This is an optimization exercise on Yosys and OpenROAD, whose aim is small area, not a production implementation. Only simulation tests tie the RTL to the original design; equivalence was not proved. The clock port is modelled as an ideal driver; clocking choices that lean on that would not hold on a real chip. Power and IR drop assume default switching activity.

--- config.mk ---
export PLATFORM = sky130hd
export DESIGN_NAME = capture_buffer
export DESIGN_NICKNAME = capture_buffer
export VERILOG_FILES = /design/flow/design.v
export SDC_FILE = /design/flow/constraint.sdc
export NUM_CORES = 4
export LEC_CHECK = 0
export CAP_MARGIN = 10
export CORE_MARGIN = 2
export CORE_UTILIZATION = 70
export CTS_CLUSTER_DIAMETER = 80
export CTS_CLUSTER_SIZE = 30
export SETUP_SLACK_MARGIN = 0.35
export SLEW_MARGIN = 10
--- constraint.sdc ---
create_clock -name core_clock -period 5.0 [get_ports {capture_clk}]
set_input_delay 1.0000 -clock core_clock [delete_from_list [all_inputs] [get_ports {capture_clk}]]
set_output_delay 1.0000 -clock core_clock [all_outputs]
set_load 0.01 [all_outputs]
--- design.v ---
package capture_pkg;
  localparam int LANES = 4;
  localparam int SAMPLE_WIDTH = 16;
  typedef logic [SAMPLE_WIDTH-1:0] sample_t;
  typedef logic [LANES-1:0][SAMPLE_WIDTH-1:0] lane_bus_t;
  typedef logic [$clog2(LANES+1)-1:0] lane_count_t;
  typedef logic [LANES-1:0] bank_mask_t;
  typedef logic [$clog2(LANES)-1:0] bank_index_t;
  typedef struct packed {
    logic valid;
    lane_bus_t data;
  } capture_in_t;
  typedef struct packed {
    lane_count_t lane_count;
    bank_mask_t full_mask;
    bank_mask_t init_mask;
  } capture_mode_t;
  typedef struct packed {
    sample_t data;
    logic last;
  } stream_beat_t;
endpackage
`timescale 1ns/1ps
module capture_buffer (
  input logic capture_clk,
  input logic capture_reset,
  input logic [64:0] capture_in,
  input logic [2:0] active_channels,
  input logic start,
  input logic stop,
  input logic sw_reset,
  input logic readout_start,
  output logic full,
  output logic [19:0] write_depth,
  output logic [16:0] readout_out,
  output logic readout_valid,
  input logic readout_ready
);
  logic start_q, stop_q, start_edge, stop_edge;
  logic active;
  logic ge2, is4;           
  logic valid_q;            
  logic [3:0] wmask;
  logic [3:0][3:0] waddr;
  logic [3:0] bfull;
  logic readout_done;
  logic start_rise;
  assign start_rise = start & ~start_q & ~active;
  always_ff @(posedge capture_clk) begin
    if (capture_reset) begin
      start_q <= 1'b0;
      stop_q <= 1'b0;
      start_edge <= 1'b0;
      stop_edge <= 1'b0;
    end else begin
      start_q <= start;
      stop_q <= stop;
      start_edge <= start_rise;
      stop_edge <= stop & ~stop_q;
    end
  end
  always_ff @(posedge capture_clk) begin
    if (start_rise) begin
      ge2 <= ~active_channels[0];
      is4 <= active_channels[2];
    end
  end
  always_ff @(posedge capture_clk) begin
    valid_q <= capture_in[64];
  end
  logic [3:0] full_mask, init_mask;
  assign full_mask = {1'b1, ge2, is4, is4};
  assign init_mask = {is4, is4, ge2, 1'b1};
  logic [3:0] wen, last_write;
  always_comb begin
    for (int b = 0; b < 4; b++) begin
      wen[b] = valid_q & active & wmask[b];
      last_write[b] = wen[b] & (&waddr[b]);
    end
  end
  logic group_full_now;
  assign group_full_now = |(last_write & full_mask);
  logic active_d;
  always_comb begin
    if (capture_reset | sw_reset) active_d = 1'b0;
    else if (active) active_d = ~(stop_edge | group_full_now);
    else active_d = start_edge;
  end
  always_ff @(posedge capture_clk) begin
    active <= active_d;
  end
  logic n1, n2;
  assign n1 = ~ge2;
  assign n2 = ge2 & ~is4;
  logic [3:0] set_mask, mask_d;
  assign set_mask[0] = 1'b0;
  assign set_mask[1] = n1 & last_write[0];
  assign set_mask[2] = (n1 & last_write[1]) | (n2 & last_write[0]);
  assign set_mask[3] = (n1 & last_write[2]) | (n2 & last_write[1]);
  always_comb begin
    if (capture_reset | sw_reset) mask_d = 4'b0;
    else if (start_edge) mask_d = init_mask;
    else mask_d = (wmask | set_mask) & ~last_write;
  end
  always_ff @(posedge capture_clk) begin
    wmask <= mask_d;
  end
  logic clr;
  assign clr = capture_reset | sw_reset | readout_done;
  logic [3:0][3:0] waddr_d;
  logic [3:0] bfull_d;
  always_comb begin
    for (int b = 0; b < 4; b++) begin
      if (clr) begin
        waddr_d[b] = 4'd0;
        bfull_d[b] = 1'b0;
      end else begin
        waddr_d[b] = waddr[b] + {3'd0, wen[b]};
        bfull_d[b] = bfull[b] | last_write[b];
      end
    end
  end
  always_ff @(posedge capture_clk) begin
    waddr <= waddr_d;
    bfull <= bfull_d;
  end
  always_ff @(posedge capture_clk) begin
    for (int b = 0; b < 4; b++) begin
      if (capture_reset) write_depth[5*b +: 5] <= 5'd0;
      else write_depth[5*b +: 5] <= bfull[b] ? 5'd16 : {1'b0, waddr[b]};
    end
  end
  assign full = |(bfull & full_mask);
  logic [3:0][15:0] din;
  logic [15:0] lane0, lane1, lane2, lane3;
  assign lane0 = capture_in[15:0];
  assign lane1 = capture_in[31:16];
  assign lane2 = capture_in[47:32];
  assign lane3 = capture_in[63:48];
  assign din[0] = lane0;
  assign din[1] = ge2 ? lane1 : lane0;
  assign din[2] = is4 ? lane2 : lane0;
  assign din[3] = is4 ? lane3 : (ge2 ? lane1 : lane0);
  logic [3:0] bank_we;
  always_comb begin
    for (int b = 0; b < 4; b++) begin
      bank_we[b] = capture_in[64] & active_d & mask_d[b];
    end
  end
  logic [1023:0] mem;
  for (genvar b = 0; b < 4; b++) begin : g_bank
    for (genvar a = 0; a < 16; a++) begin : g_word
      always_ff @(posedge capture_clk) begin
        if (bank_we[b] && waddr_d[b] == a) begin
          mem[(16*b+a)*16 +: 16] <= din[b];
        end
      end
    end
  end
  logic rs_q;
  logic [6:0] rd_cnt;
  logic flush;
  assign flush = capture_reset | sw_reset;
  logic rd_inc;
  assign rd_inc = rd_cnt[6] ? rd_cnt[5] : readout_ready;
  always_ff @(posedge capture_clk) begin
    if (flush) begin
      rs_q <= 1'b0;
      rd_cnt <= 7'd64;
    end else begin
      rs_q <= readout_start;
      if (readout_start & ~rs_q) rd_cnt <= 7'd123;
      else if (rd_inc) rd_cnt <= rd_cnt + 7'd1;
    end
  end
  assign readout_valid = ~rd_cnt[6];
  assign readout_done = ~rd_cnt[6] & readout_ready & (&rd_cnt[5:0]);
  logic [63:0] rsel;
  logic [15:0] rdata;
  always_comb begin
    for (int w = 0; w < 64; w++) rsel[w] = (rd_cnt[5:0] == w);
    rdata = '0;
    for (int w = 0; w < 64; w++) rdata = rdata | (mem[w*16 +: 16] & {16{rsel[w]}});
  end
  assign readout_out = {rdata, &rd_cnt[5:0]};
endmodule
--- flow/run.sh ---
#!/bin/bash
# standard layout, with plain buffers on the ports instead of ORFS's default
# delay-buffer choice; every tool's log stays under orfs/logs, and the make
# output goes to standard.log
set -euo pipefail
export BUFFER_PORTS_ARGS="-buffer_cell sky130_fd_sc_hd__buf_1"
bash standard.sh > standard.log 2>&1
--- standard.sh ---
#!/bin/bash
# synth_recipe.tcl (not shown) runs the flow's synth.tcl, then flattens the netlist and writes it again
# the make line also repeats each setting of config.mk as NAME=value (left out here)
make -C /OpenROAD-flow-scripts/flow DESIGN_CONFIG=/design/flow/config.mk WORK_HOME=/design/flow/orfs CLKGATE_MAP_FILE= SYNTH_SCRIPT=/design/flow/synth_recipe.tcl "${@:-finish}"
==> metrics.yaml, run 1 <==
power:
  p_leak_nw: 14.5
  p_int_w: 0.0119
  powerDensity_nw_per_um2: 333
  peakVddDrop_v: 0.000414
  p_clk_frac: 0.294
  combPwrFrac: 0.043
  swShare: 0.213
  seq_power_share: 0.663
  switchingPower_w: 0.00321
sta:
  hold_viol_final: 0
  worst_pin_slew_ps: 1230
  fmax_ghz: 0.205
  slew-limit-headroom: 0.176
  min_period_ps: 4880
  setup_ws_ps: 117
  rsz0062_at_grt: "yes"
  fin_crit_sh: 0.977
  fin_skew_ps: 32.0
  tns_ps: 0
  drv_slew: 0
  hold_ws_ps: 379
  setup_viol: 0
synthesis:
  syn_area_um2: 40800
  ys_ff_latch: 1084
  synthXorXnorAreaFrac: 0.00322
  synth_fa_ha_area_frac: 0.00368
  synth-main-ff-cell: "edfxtp_1"
  synth-compound-area-share: 0.101
  yosysTopAreaCellShare: 0.756
  ys_warn_count: 1
  yosys.area_share.simple: 0.0761
  syn_nets: 2557
  async_flop_share: 0
  synth_top_family_by_area: "compound AO/OA/AOI/OAI gates"
  yosysUniqueCellTypes: 60
  yosysSeqAreaShare: 0.784
  synth_edf_count: 1026
  syn_inst: 2470
  synth_area_leaders: "edfxtp_1, a22oi_1, dfxtp_1"
  synthMuxAreaShare: 0.0184
  syn_avg_cell_area_um2: 16.5
  synth_top_area_cell: "edfxtp_1"
clock_network:
  cts_tree: "built"
  numCtsBuffers: 44
  cts-htree-levels: 2
  clk_latency_ps: 640
  cts_root_buf: "clkbuf_16"
  holdBufCountCts: 0
  clock_path_buffers: 3
  clock_sinks: 1084
  clk_pin_slew_ps: 120
floorplanning:
  die_h_um: 245
  core-area_um2: 57600
  die_x_um: 245
  die-area_um2: 60200
  io-pin-count: 114
  initial_core_util: 0.708
  num_rows: 88
finish:
  syn2layout_area_growth_pct: 11.2
  final_layout_size_suffix_gt1_frac: 0.178
  instances_no_fill: 3530
  fill_cells: 3155
  nets: 2824
run_status:
  outcome: "complete, no violations"
detailed_routing:
  first_pass_iters: 9
  wire_per_inst_um: 46.7
  vias_per_cell: 8.22
  wirelength_mm: 165
  antenna_left: 0
  drt_first_iter_violations: 5921
  vias: 29000
  drc_errors: 0
setup_path:
  crit_arrival_ps: 3880
  crit_slowest_cell: "nor2_2"
  crit_type: "flip-flop to primary output"
  path_cells: "buf_4, nand3b_1, nor2_2, buf_4, a22oi_1, nand4_1, nor2_1, nand4_1, buf_1"
  crit_buf_inv: 3
  crit_fanout: 19
  slowest_delay_ps: 880
  crit_path_start_kind: "flip-flop"
  cp-end-kind: "primary output"
  critPathTopFamily: "simple AND/OR/NAND/NOR gates"
  cp.required_ps: 4000
global_routing:
  grt.overflow.total: 0
  grt_pass1_wl_mm: 219
  grt_pass1_vias: 27000
  antenna_found_initial: 12
  grt_util_all_layers: 0.554
  grt_max_degree: 34
placed_design:
  placed_cells: 3444
  gp_congestion: 1.04
  port_buffers: 112
  hpwl_mm: 101
  post-place-ws_ps: 519
flow_run:
  maxCapViolations: 0
min_path:
  hold_path.class: "flip-flop to flip-flop"
repair_timing:
action	CTS	global route
pin swaps	1	1
endpoints found under the setup margin	16	16
cloned	0	0
gates resized for setup	30	17
buffers inserted	9	3
worst register-to-register path: stages, from the launching register on:
cell,delay (ps)
dfxtp_2,380
ha_2,320
and3_1,290
a31oi_1,990
nand2_1,550
nor2_1,300
nand4b_1,300
nor2_2,190
buf_4,520
per-stage QoR:
stage / instance area (um^2) / total power [W] / util
final: 45300 / 0.0151 / 0.788
after CTS: 45200 / 0.0149 / 0.785
after global placement: 43800 / 0.0108 / 0.760
after detailed placement: 43800 / 0.0108 / 0.760
after global routing: 45300 / 0.0153 / 0.787
after floorplan: 40800 / 0.0105 / -
final timing paths:
| check | from | to | slack, ps | depth (start not counted) |
|---|---|---|---|---|
| setup / recovery | rd_cnt[4] | readout_out[4] | 120 | 9 |
| hold / removal | stop_q | stop_edge | 380 | 1 |
| setup reg to reg | rd_cnt[0] | mem[138] | 770 | 8 |
| hold reg to reg | stop_q | stop_edge | 380 | 1 |
cells in the final DEF, fill, tap and decap left out, drive strengths merged, types with 9 or more instances in the layout:
cell type,instances
mux2i,13
a21oi,23
inv,20
a221oi,19
o21ai,11
buf,338
mux2,55
nor2b,14
clkbuf,50
ha,12
or2,9
nand3,42
nor3,78
nor4,31
a2111oi,9
nand2b,19
edfxtp,1026
a32oi,11
dfxtp,58
nand2,139
a22o,30
nand4,65
diode,14
nor2,125
xnor2,10
a22oi,412
and2,25
and3,27
final cells by class:
type,instances,area (um^2),area share
diodes,14,35.0,0.000773
clock buffers,50,1140,0.0252
clock inverters,10,129,0.00284
inverters,17,63.8,0.00141
multi-input cells,1252,8860,0.195
flip-flops and latches,1084,32000,0.705
well taps,765,957,0.0211
repair buffers,338,2170,0.0479
logic make-up (layout without fill, tap and decap cells):
kind of cell / Yosys count / in the layout
flip-flops: 1084 / 1084
other: 0 / 14
multiplexers: 68 / 68
adder cells (fa/ha/maj): 12 / 12
buffers and inverters: 134 / 415
AO/OA/AOI/OAI: 543 / 543
AND/OR/NAND/NOR: 614 / 614
XOR/XNOR: 15 / 15
registers in the layout, summed over array words and instances (netlist names), 4 cells and up:
name and flops:
bfull 4, mem 1024, rd_cnt 7, waddr 16, wmask 4, write_depth 20
metal layers:
| metal | part of all wire | global-route usage | routed length, um |
|---|---|---|---|
| met5 | 0.00053 | 0 | 88 |
| met4 | 0.11 | 0.440 | 17400 |
| met3 | 0.20 | 0.288 | 33700 |
| met2 | 0.40 | 0.745 | 66300 |
| met1 | 0.29 | 0.672 | 47300 |
synth_stat cells (23+ instances only):
cell type / number
a21oi_1: 23
nand2_1: 139
and3_1: 26
a22o_1: 30
nand4_1: 65
nand3_1: 42
mux2_2: 55
clkbuf_1: 93
a22oi_1: 412
and2_1: 24
nor4_1: 31
nor2_1: 124
nor3_1: 78
dfxtp_1: 58
edfxtp_1: 1026
power groups by stage:
stage | registers, W | clock network (W) | logic (W)
6_report | 0.00999 | 0.00444 | 0.000648
5_1_grt | 0.00999 | 0.00463 | 0.000653
4_1_cts | 0.00999 | 0.00435 | 0.000610
3_5_place_dp | 0.0102 | 0 | 0.000601
3_3_place_gp | 0.0102 | 0 | 0.000585
2_1_floorplan | 0.0102 | 0 | 0.000278
==> run 2, diff against run 1 <==
--- a/config.mk
+++ b/config.mk
@@ -9,3 +9,3 @@
 export CORE_MARGIN = 2
-export CORE_UTILIZATION = 70
+export CORE_UTILIZATION = 60
 export CTS_CLUSTER_DIAMETER = 80
==> metrics.yaml, run 2 <==
synthesis:
  yosysUniqueCellTypes: 60  # unchanged
  synth-main-ff-cell: "edfxtp_1"
  ys_warn_count: 1  # unchanged
  syn_area_um2: 40800  # unchanged
  synth_area_leaders: "edfxtp_1, a22oi_1, dfxtp_1"
  yosysTopAreaCellShare: 0.756  # unchanged
  syn_inst: 2470  # unchanged
  synth_top_area_cell: "edfxtp_1"
  syn_avg_cell_area_um2: 16.5  # unchanged
  synth_edf_count: 1026  # unchanged
  yosysSeqAreaShare: 0.784  # unchanged
  ys_top_cells_by_count: "edfxtp_1, a22oi_1, nand2_1, nor2_1, clkbuf_1"
  synth.most_common_cell: "edfxtp_1"
  ys_ff_latch: 1084  # unchanged
  async_flop_share: 0  # unchanged
  syn_nets: 2557  # unchanged
setup_path:
  critPathTopFamily: "simple AND/OR/NAND/NOR gates"
  crit_type: "flip-flop to primary output"
  r2r-end: "mem[120]"
  timing.rr.start: "rd_cnt[3]"
  crit_path_start_kind: "flip-flop"
  crit_arrival_ps: 3690  # -190 ps
  crit_start: "rd_cnt[1]"
  crit_end: "readout_out[6]"
  crit_slowest_cell: "nor2_2"
  cp.required_ps: 4000  # about the same
  path_cells: "ha_1, buf_4, nand3b_1, nor2_2, buf_4, a22oi_1, nand2_1, nor3_1, nand4_1, buf_1"
  cp-end-kind: "primary output"
  worst_path_most_repeated_cell: "buf_4"
  crit_cells: 10  # +1
  r2r_slack_ps: 1170  # +400 ps
  worst-r2r-cell-count: 10  # +2
  slowest_delay_ps: 810  # -70 ps
  crit_buf_inv: 3  # unchanged
  crit_fanout: 17  # -2
placed_design:
  placed_cells: 3569  # +3.6%
  placed_cell_area_um2: 44100  # +0.83%
  hpwl_mm: 105  # +4.0%
  gp_congestion: 1.02  # -1.1%
  post-place-ws_ps: 424  # -94.9 ps
  port_buffers: 112  # unchanged
sta:
  drv_slew: 0  # unchanged
  worst_pin_slew_ps: 1140  # -87.3 ps
  fin_crit_sh: 0.938  # -0.0387
  fmax_ghz: 0.213  # +4.1%
  min_period_ps: 4690  # -193 ps
  setup_viol: 0  # unchanged
  tns_ps: 0  # unchanged
  rsz0062_at_grt: "yes"
  setup_ws_ps: 311  # +193 ps
  slew-limit-headroom: 0.238  # +0.0621
  fin_skew_ps: 28.6  # -3.40 ps
  hold_viol_final: 0  # unchanged
detailed_routing:
  drc_errors: 0  # unchanged
  antenna_left: 0  # unchanged
  drt_first_iter_violations: 5660  # -4.4%
  vias: 28700  # -1.2%
  vias_per_cell: 7.84  # -4.6%
  wire_per_inst_um: 47.1  # +1.1%
  wirelength_mm: 172  # +4.7%
  first_pass_iters: 6  # -3
floorplanning:
  die_h_um: 265  # +7.9%
  die-area_um2: 70000  # +16%
  die_x_um: 265  # +7.9%
  core-area_um2: 67300  # +17%
  num_rows: 95  # +8.0%
  io-pin-count: 114  # unchanged
  initial_core_util: 0.606  # -0.102
power:
  p_total_w: 0.0152  # +0.79%
  peakVddDrop_v: 0.000287  # -31%
  p_leak_nw: 14.6  # +0.37%
  powerDensity_nw_per_um2: 333  # about the same
clock_network:
  clock_sinks: 1084  # unchanged
  clk_latency_ps: 650  # about the same
  cts_root_buf: "clkbuf_16"
  clock_path_buffers: 3  # unchanged
  cts_tree: "built"
  clk_pin_slew_ps: 110  # about the same
  numCtsBuffers: 44  # unchanged
  holdBufCountCts: 0  # unchanged
  cts-htree-levels: 2  # unchanged
finish:
  multi_input_area_um2: 8870  # about the same
  fin_area_um2: 45700  # +0.79%
  reg_top3: "mem (1024), write_depth (20), waddr (16)"
  syn2layout_area_growth_pct: 12.1
  layout_common_cells: "edfxtp_1, a22oi_1, buf_4, nand2_1, buf_1"
  largest_register_ffs: 1024  # unchanged
  fill_cells: 4611  # +46%
  register_area_um2: 32000  # unchanged
  top_register: "mem"
  instances_no_fill: 3657  # +3.6%
  nets: 2836  # +0.42%
  final_layout_size_suffix_gt1_frac: 0.184  # +0.00577
  mostFrequentLayoutCell: "edfxtp_1"
global_routing:
  antenna_found_initial: 5  # -7
  grt_pass1_vias: 26200  # -3.2%
  grt.overflow.total: 0  # unchanged
  grt_pass1_wl_mm: 227  # +3.5%
  grt_max_degree: 35  # +2.9%
  grt_util_all_layers: 0.493  # -0.0608
flow_run:
  maxCapViolations: 0  # unchanged
run_status:
  outcome: "complete, no violations"
min_path:
  hold_path.class: "flip-flop to flip-flop"
==> run 2: cell counts after synthesis <==
No cell type changed its count.
==> run 2: per-layer routing <==
metal  track usage  routed length [um]  up-vias
met5       0.00416                  51        -
met4         0.328               14600        4
met3         0.180               30000      777
met2         0.692               71300     3144
met1         0.652               56400    14200
li1              -                   -    10500
==> run 2: area by class of cell <==
type / instances / share of cell area
Tap cell: 873 / 0.0239
Clock buffer: 49 / 0.0245
Sequential cell: 1084 / 0.700
Multi-Input combinational cell: 1252 / 0.194
Antenna cell: 16 / 0.000876
Inverter: 17 / 0.00140
Clock inverter: 16 / 0.00408
Timing Repair Buffer: 350 / 0.0514
==> run 2: how the worst min path moves through the flow <==
| stage | to | slack (ps) | cells past startpoint | startpoint |
|---|---|---|---|---|
| after floorplan | stop_edge | 370 | 1 | stop_q |
| after global placement | stop_edge | 370 | 1 | stop_q |
| after detailed placement | stop_edge | 380 | 1 | stop_q |
| after CTS | stop_edge | 390 | 1 | stop_q |
| after global routing | stop_edge | 410 | 1 | stop_q |
| final | stop_edge | 390 | 1 | stop_q |
==> run 2: timing repair <==
item	in CTS	in global routing
hold endpoints to repair	0	0
endpoints found under the setup margin	16	15
buffers inserted	3	4
gates resized for setup	30	13
pin swaps	2	2
==> run 2: where the power goes <==
part           internal [W]  switching [W]  leakage (nW)
Clock               0.00177        0.00276         0.640
Sequential          0.00998      0.0000140          9.69
Combinational      0.000160       0.000517          4.26
Total                0.0119        0.00329          14.6
==> run 2: kinds of logic (layout without fill, tap and decap cells) <==
| family | count (synthesis) | in the layout | share of synthesized area |
|---|---|---|---|
| AOI/OAI and AO/OA | 543 | 543 | 0.101 |
| xor gates and xnor gates | 15 | 15 | 0.00322 |
| adders and majority gates | 12 | 12 | 0.00368 |
| buffers and inverters | 134 | 432 | 0.0135 |
| DFF | 1084 | 1084 | 0.784 |
| muxes | 68 | 68 | 0.0184 |
| other | 0 | 16 | 0 |
| and+or+nand+nor | 614 | 614 | 0.0761 |
==> run 2: per-stage QoR <==
step | hold slack, ps | utilization
2_1_floorplan | 367 | -
3_3_place_gp | 375 | 0.656
3_5_place_dp | 379 | 0.656
4_1_cts | 393 | 0.677
5_1_grt | 412 | 0.679
6_report | 391 | 0.679
==> run 3, diff against run 2 <==
--- a/config.mk
+++ b/config.mk
@@ -9,3 +9,3 @@
 export CORE_MARGIN = 2
-export CORE_UTILIZATION = 60
+export CORE_UTILIZATION = 76
 export CTS_CLUSTER_DIAMETER = 80
==> metrics.yaml, run 3 <==
synthesis:
  yosysTopAreaCellShare: 0.756  # unchanged
  yosys.area_share.simple: 0.0761  # unchanged
  syn_nets: 2557  # unchanged
  synth_edf_count: 1026  # unchanged
  synth.most_common_cell: "edfxtp_1"
  synthXorXnorAreaFrac: 0.00322  # unchanged
  ys_top_cells_by_count: "edfxtp_1, a22oi_1, nand2_1, nor2_1, clkbuf_1"
  ys_warn_count: 1  # unchanged
  synth_top_area_cell: "edfxtp_1"
  syn_area_um2: 40800  # unchanged
  async_flop_share: 0  # unchanged
  synth_top_family_by_area: "compound AO/OA/AOI/OAI gates"
  syn_inst: 2470  # unchanged
  synth_area_leaders: "edfxtp_1, a22oi_1, dfxtp_1"
  ys_ff_latch: 1084  # unchanged
  synthMuxAreaShare: 0.0184  # unchanged
  synth-compound-area-share: 0.101  # unchanged
  synth-main-ff-cell: "edfxtp_1"
  yosysUniqueCellTypes: 60  # unchanged
  syn_avg_cell_area_um2: 16.5  # unchanged
  yosysSeqAreaShare: 0.784  # unchanged
  synth_fa_ha_area_frac: 0.00368  # unchanged
sta:
  min_period_ps: 4780  # +94.2 ps
  tns_ps: 0  # unchanged
  slew-limit-headroom: 0.187  # -0.0510
  fmax_ghz: 0.209  # -2.0%
  setup_viol: 0  # unchanged
  rsz0062_at_grt: "yes"
  worst_pin_slew_ps: 1220  # +71.9 ps
  drv_slew: 0  # unchanged
  hold_viol_final: 0  # unchanged
  fin_skew_ps: 42.4  # +13.8 ps
  fin_crit_sh: 0.957  # +0.0188
power:
  p_total_w: 0.0150  # -1.2%
  powerDensity_nw_per_um2: 331  # -0.46%
  p_leak_nw: 14.6  # -0.25%
  peakVddDrop_v: 0.000311  # +8.4%
finish:
  nets: 2833  # -0.11%
  largest_register_ffs: 1024  # unchanged
  layout_common_cells: "edfxtp_1, a22oi_1, buf_4, nand2_1, buf_1"
  fin_area_um2: 45400  # -0.76%
  syn2layout_area_growth_pct: 11.3
  multi_input_area_um2: 8900  # +0.34%
  register_area_um2: 32000  # about the same
  mostFrequentLayoutCell: "edfxtp_1"
  fill_cells: 2291  # -50%
  top_register: "mem"
  reg_top3: "mem (1024), write_depth (20), waddr (16)"
  final_layout_size_suffix_gt1_frac: 0.183  # -0.000687
placed_design:
  port_buffers: 112  # unchanged
  placed_cell_area_um2: 43700  # -0.98%
  hpwl_mm: 101  # -3.7%
  gp_congestion: 1.03  # +0.32%
run_status:
  outcome: "complete, no violations"
setup_path:
  critPathTopFamily: "simple AND/OR/NAND/NOR gates"
  r2r_slack_ps: 990  # -180 ps
  crit_buf_inv: 2  # -1
  crit_cells: 9  # -1
  timing.rr.start: "rd_cnt[1]"
  crit_path_start_kind: "flip-flop"
  crit_start: "rd_cnt[1]"
  cp-end-kind: "primary output"
  cp.required_ps: 4000  # about the same
  path_cells: "ha_2, or3b_2, nor2_2, buf_4, a22oi_1, nand3_1, nor4_1, nand4_1, buf_1"
  crit_fanout: 9  # -8
  r2r-end: "mem[517]"
  slowest_delay_ps: 630  # -180 ps
  crit_type: "flip-flop to primary output"
  crit_arrival_ps: 3780  # +90 ps
  crit_slowest_cell: "nor2_2"
  crit_end: "readout_out[9]"
  worst-r2r-cell-count: 9  # -1
detailed_routing:
  vias_per_cell: 8.93  # +14%
  vias: 30900  # +7.7%
  wirelength_mm: 171  # -1.1%
  first_pass_iters: 13  # +7
  wire_per_inst_um: 49.3  # +4.5%
  antenna_left: 0  # unchanged
  drt_first_iter_violations: 8181  # +45%
  drc_errors: 0  # unchanged
floorplanning:
  initial_core_util: 0.773  # +0.167
  core-area_um2: 52800  # -22%
  num_rows: 84  # -12%
  io-pin-count: 114  # unchanged
  die_x_um: 236  # -11%
  die-area_um2: 55500  # -21%
  die_h_um: 236  # -11%
global_routing:
  antenna_found_initial: 10  # +5
  grt_pass1_wl_mm: 226  # -0.10%
  grt_pass1_vias: 28900  # +10%
  grt.overflow.total: 0  # unchanged
  grt_max_degree: 32  # -8.6%
  grt_util_all_layers: 0.616  # +0.123
clock_network:
  numCtsBuffers: 43  # -2.3%
  clock_path_buffers: 3  # unchanged
  clock_sinks: 1084  # unchanged
  cts_root_buf: "clkbuf_16"
  holdBufCountCts: 0  # unchanged
  clk_latency_ps: 690  # +40 ps
  clk_pin_slew_ps: 100  # about the same
  cts_tree: "built"
  cts-htree-levels: 2  # unchanged
flow_run:
  maxCapViolations: 0  # unchanged
min_path:
  hold_path.class: "flip-flop to flip-flop"
  min_from: "stop_q"
[run 3: cell count changes in the layout (fill, tap and decap cells not counted), sizes merged]
cell      before  now
clkinvlp       0    1
buf          350  348
clkinv        10    3
clkbuf        49   54
bufinv         2    0
diode         16   11
inv           21   20
[run 3: cell families (layout without fill, tap and decap cells)]
family                     count (synthesis)  in the layout
other                                      0             11
and+or+nand+nor                          614            614
DFF                                     1084           1084
AOI/OAI and AO/OA                        543            543
xor gates and xnor gates                  15             15
muxes                                     68             68
buffers and inverters                    134            426
adders and majority gates                 12             12
[run 3: worst min-delay path by stage]
stage | to | slack, ps | depth (start not counted)
floorplan | stop_edge | 370 | 1
global placement | stop_edge | 370 | 1
detailed placement | stop_edge | 380 | 1
CTS | stop_edge | 410 | 1
global route | stop_edge | 440 | 1
finish | stop_edge | 410 | 1
[run 3: metal layers]
| layer | GRT usage | wire, um | vias to the layer above | share of wire |
|---|---|---|---|---|
| met2 | 0.795 | 64300 | 4548 | 0.38 |
| li1 | - | - | 10500 | - |
| met5 | 0.0182 | 625 | - | 0.0037 |
| met3 | 0.420 | 39600 | 1647 | 0.23 |
| met4 | 0.495 | 21300 | 34 | 0.13 |
| met1 | 0.705 | 44700 | 14200 | 0.26 |
[run 3: area by class of cell]
cell class	instances	share of cell area
sequential	1084	0.705
clock inverter	7	0.00210
timing repair buffer	348	0.0504
tap	688	0.0190
inverter	17	0.00141
clock buffer	54	0.0251
antenna	11	0.000607
multi-input combinational	1252	0.196
[run 3: repair_timing]
action,4_1_cts,5_1_grt
buffers inserted,11,7
pin swaps,3,4
resized for setup,32,27
setup endpoints to repair,16,16
[run 3: power breakdown]
| part | internal (W) | leakage [nW] | switching, W |
|---|---|---|---|
| clock | 0.00166 | 0.594 | 0.00269 |
| combinational | 0.000158 | 4.27 | 0.000509 |
| sequential | 0.00998 | 9.69 | 0.0000170 |
| total | 0.0118 | 14.6 | 0.00321 |
[run 3: through the flow]
| stage | setup slack (ps) | hold slack (ps) | cells | util |
|---|---|---|---|---|
| floorplan | 666 | 367 | 2470 | - |
| global placement | 495 | 373 | 3371 | 0.828 |
| detailed placement | 423 | 377 | 3371 | 0.828 |
| CTS | 253 | 405 | 3443 | 0.855 |
| global route | 245 | 439 | 3450 | 0.859 |
| finish | 217 | 413 | 3461 | 0.860 |
==> run 4, diff against run 3 <==
==> flow/run.sh (replaced) <==
#!/bin/bash
# standard layout with plain port buffers, plus a cell-downsizing pass
# (repair_timing -recover_power) between clock tree synthesis and routing.
# Each tool writes its own log: make output in standard_*.log, ORFS step
# logs under orfs/logs, the downsizing pass in recover.log.
set -euo pipefail
export BUFFER_PORTS_ARGS="-buffer_cell sky130_fd_sc_hd__buf_2"
bash standard.sh cts > standard_cts.log 2>&1
R=orfs/results/${FLOW_PLATFORM}/capture_buffer/base
openroad -no_init -exit flow/recover.tcl > recover.log 2>&1
bash standard.sh > standard_finish.log 2>&1
==> flow/recover.tcl (new file) <==
# downsize cells that have timing slack to spare, then re-legalise
set P $::env(FLOW_HOME)/platforms/sky130hd
set R orfs/results/sky130hd/capture_buffer/base
read_lef $P/lef/sky130_fd_sc_hd.tlef
read_lef $P/lef/sky130_fd_sc_hd_merged.lef
read_liberty $P/lib/sky130_fd_sc_hd__tt_025C_1v80.lib
read_db $R/4_cts.odb
read_sdc $R/4_cts.sdc
source $P/setRC.tcl
set_dont_use [list sky130_fd_sc_hd__probe_p_8 sky130_fd_sc_hd__probec_p_8 sky130_fd_sc_hd__lpflow_*]
estimate_parasitics -placement
report_worst_slack -max
report_design_area
# keep a slack reserve for the tight readout path
repair_timing -recover_power 100 -setup_margin 0.2 -verbose
estimate_parasitics -placement
# downsizing must not leave slew or capacitance violations behind
repair_design -slew_margin 10 -cap_margin 10 -verbose
estimate_parasitics -placement
report_worst_slack -max
report_design_area
detailed_placement
check_placement
write_db $R/4_cts.odb
--- a/config.mk
+++ b/config.mk
@@ -9,3 +9,3 @@
 export CORE_MARGIN = 2
-export CORE_UTILIZATION = 76
+export CORE_UTILIZATION = 70
 export CTS_CLUSTER_DIAMETER = 80
==> metrics.yaml, run 4 <==
run_status:
  outcome: "finished with violations"
  violations: "max-capacitance violations, max-slew violations"
detailed_routing:
  antenna_left: 0  # unchanged
  drt_first_iter_violations: 6506  # -20%
  wirelength_mm: 167  # -2.1%
  wire_per_inst_um: 47.2  # -4.3%
  vias_per_cell: 8.30  # -7.0%
  first_pass_iters: 9  # -4
  vias: 29400  # -4.8%
  drc_errors: 0  # unchanged
synthesis:
  ys_top_cells_by_count: "edfxtp_1, a22oi_1, nand2_1, nor2_1, clkbuf_1"
  synth_top_family_by_area: "compound AO/OA/AOI/OAI gates"
  syn_nets: 2557  # unchanged
  synthMuxAreaShare: 0.0184  # unchanged
  synth_edf_count: 1026  # unchanged
  yosysUniqueCellTypes: 60  # unchanged
  syn_inst: 2470  # unchanged
  synth_top_area_cell: "edfxtp_1"
  synth-main-ff-cell: "edfxtp_1"
  synth_area_leaders: "edfxtp_1, a22oi_1, dfxtp_1"
  syn_area_um2: 40800  # unchanged
  yosys.area_share.simple: 0.0761  # unchanged
  yosysSeqAreaShare: 0.784  # unchanged
  synth-compound-area-share: 0.101  # unchanged
  ys_warn_count: 1  # unchanged
  synth_fa_ha_area_frac: 0.00368  # unchanged
  synthXorXnorAreaFrac: 0.00322  # unchanged
  yosysTopAreaCellShare: 0.756  # unchanged
  async_flop_share: 0  # unchanged
  ys_ff_latch: 1084  # unchanged
  synth.most_common_cell: "edfxtp_1"
  syn_avg_cell_area_um2: 16.5  # unchanged
clock_network:
  clk_latency_ps: 650  # -40 ps
  cts-htree-levels: 2  # unchanged
  clock_sinks: 1084  # unchanged
  clk_pin_slew_ps: 110  # about the same
  cts_tree: "built"
  clock_path_buffers: 3  # unchanged
  numCtsBuffers: 44  # +2.3%
  cts_root_buf: "clkbuf_16"
placed_design:
  placed_cell_area_um2: 43900  # +0.39%
  gp_congestion: 1.01  # -1.4%
  port_buffers: 112  # unchanged
  hpwl_mm: 101  # -0.42%
  post-place-ws_ps: 571  # +148 ps
floorplanning:
  core-area_um2: 57600  # +9.1%
  die_x_um: 245  # +4.1%
  die_h_um: 245  # +4.1%
  io-pin-count: 114  # unchanged
  initial_core_util: 0.708  # -0.0647
  die-area_um2: 60200  # +8.4%
  num_rows: 88  # +4.8%
power:
  p_clk_frac: 0.295  # +0.005
  p_int_w: 0.0119  # +0.90%
  swShare: 0.212  # -0.00201
  switchingPower_w: 0.00320  # -0.31%
  p_leak_nw: 14.7  # +0.98%
  powerDensity_nw_per_um2: 333  # +0.55%
  combPwrFrac: 0.044  # about the same
  seq_power_share: 0.661  # -0.005
  peakVddDrop_v: 0.000362  # +16%
sta:
  hold_ws_ps: 382  # -31.4 ps
  slew-limit-headroom: -0.0124  # -0.199
  fmax_ghz: 0.211  # +0.88%
  tns_ps: 0  # unchanged
  setup_ws_ps: 258  # +41.8 ps
  min_period_ps: 4740  # -41.8 ps
  hold_viol_final: 0  # unchanged
  drv_slew: 11  # +11
  worst_pin_slew_ps: 1520  # +303 ps
  fin_skew_ps: 35.8  # -6.62 ps
  setup_viol: 0  # unchanged
  rsz0062_at_grt: "yes"
  fin_crit_sh: 0.948  # -0.00837
finish:
  nets: 2835  # +0.071%
  reg_top3: "mem (1024), write_depth (20), waddr (16)"
  top_register: "mem"
  largest_register_ffs: 1024  # unchanged
  final_layout_size_suffix_gt1_frac: 0.169  # -0.0135
  syn2layout_area_growth_pct: 11.4  # about the same
  layout_common_cells: "edfxtp_1, a22oi_1, nand2_1, buf_4, buf_2"
  fin_area_um2: 45400  # about the same
  utilization: 0.788  # -0.0714
  fill_cells: 3184  # +39%
  mostFrequentLayoutCell: "edfxtp_1"
global_routing:
  antenna_found_initial: 7  # -3
  grt_pass1_vias: 27400  # -5.0%
  grt_max_degree: 39  # +22%
  grt.overflow.total: 0  # unchanged
  grt_util_all_layers: 0.563  # -0.0538
  grt_pass1_wl_mm: 222  # -2.1%
setup_path:
  crit_type: "flip-flop to primary output"
  crit_slowest_cell: "nor4_1"
  crit_arrival_ps: 3740  # -40 ps
  crit_fanout: 16  # +7
  path_cells: "ha_1, buf_4, nand3_1, buf_4, nor2_2, clkbuf_1, a22oi_1, nand2_1, nor4_1, nand4_1, clkbuf_1"
  r2r_slack_ps: 450  # -540 ps
  slowest_delay_ps: 500  # -130 ps
  crit_path_start_kind: "flip-flop"
  cp.required_ps: 4000  # about the same
  cp-end-kind: "primary output"
  worst-r2r-cell-count: 11  # +2
flow_run:
  maxCapViolations: 1  # +1
min_path:
  hold-path-cell-count: 1  # unchanged
  hold_path.class: "flip-flop to flip-flop"
-- run 4: cell counts after synthesis --
Identical to the previous run, type by type.
-- run 4: worst max-delay path: cells and delay by family (launching register included) --
kind | cells | cell delay [ps]
AOI/OAI and AO/OA | 1 | 370
adders and majority gates | 1 | 220
buffers and inverters | 4 | 1040
DFF | 1 | 370
and+or+nand+nor | 5 | 1070
-- run 4: worst paths after layout --
path	start	endpoint
worst max-delay path	rd_cnt[0]	readout_out[14]
worst min-delay path	stop_q	stop_edge
worst max register to register	rd_cnt[0]	mem[770]
worst min register to register	stop_q	stop_edge
-- run 4: cell families after synthesis --
group	Yosys count
flops	1084
simple gates	614
compound gates	543
buf+inv	134
mux	68
xor+xnor	15
fa+ha+maj	12
-- run 4: metal layers --
metal,vias up,share of wire,global-route usage
met5,-,0.00094,0
met4,4,0.11,0.445
met3,1124,0.21,0.283
met2,3910,0.40,0.751
met1,13800,0.28,0.696
li1,10500,-,-
-- run 4: power by group through the flow --
stage,clock network [W],registers [W],logic [W]
finish,0.00446,0.00999,0.000659
CTS,0.00437,0.00999,0.000625
global placement,0,0.0102,0.000598
global route,0.00464,0.0100,0.000657
detailed placement,0,0.0102,0.000611
floorplan,0,0.0102,0.000278
-- run 4: timing repair --
| item | in CTS | in global routing |
|---|---|---|
| cloned | 0 | 0 |
| hold buffers | 0 | 0 |
| endpoints found under the setup margin | 16 | 107 |
| buffers inserted | 5 | 6 |
| pin swaps | 2 | 3 |
| resized for setup | 33 | 36 |
-- run 4: layout make-up --
| type | instances | area [um^2] | area share |
|---|---|---|---|
| sequential | 1084 | 32000 | 0.704 |
| multi-input combinational | 1252 | 8710 | 0.192 |
| timing repair buffer | 349 | 2350 | 0.0519 |
| clock buffer | 52 | 1170 | 0.0259 |
| tap | 765 | 957 | 0.0211 |
| clock inverter | 9 | 123 | 0.00270 |
| inverter | 17 | 63.8 | 0.00141 |
| antenna | 14 | 35.0 | 0.000772 |
-- run 4: metrics by stage --
step / total power (W) / instances
floorplan: 0.0105 / 2470
global placement: 0.0108 / 3440
detailed placement: 0.0108 / 3440
CTS: 0.0150 / 3506
global route: 0.0153 / 3530
finish: 0.0151 / 3542

-- separate check: timing with driven ports --
The flow's constraints put no driver on any port. The routed layouts listed below were extracted and timed again, unchanged, in two steps.
Step 1 assumes that a clkbuf_16 drives the clock port and a buf_2 every other input.
Step 2, shift: input delay + t, output delay - t, t = (earliest + latest rising clock arrival at the registers) / 2. This alone moves slack from input paths to output paths.
Slacks: ideal / step 1 / step 2; pairs: ideal / step 1.
run	shift t [ns]	setup WS [ns]	worst register clock-pin slew, ns	worst slew at a driven data input, ns
run 1	0.695	0.117 / 0.052 / 0.250	0.12 / 0.12	0.06
run 2	0.706	0.311 / 0.241 / 0.947	0.12 / 0.12	0.07
run 3	0.732	0.217 / 0.148 / 0.875	0.12 / 0.12	0.04
run 4	0.702	0.258 / 0.190 / -0.173	0.12 / 0.12	0.04
The setup slack of run 4, which loses most, moves by -0.068 ns with the drivers and by -0.431 ns with both steps.
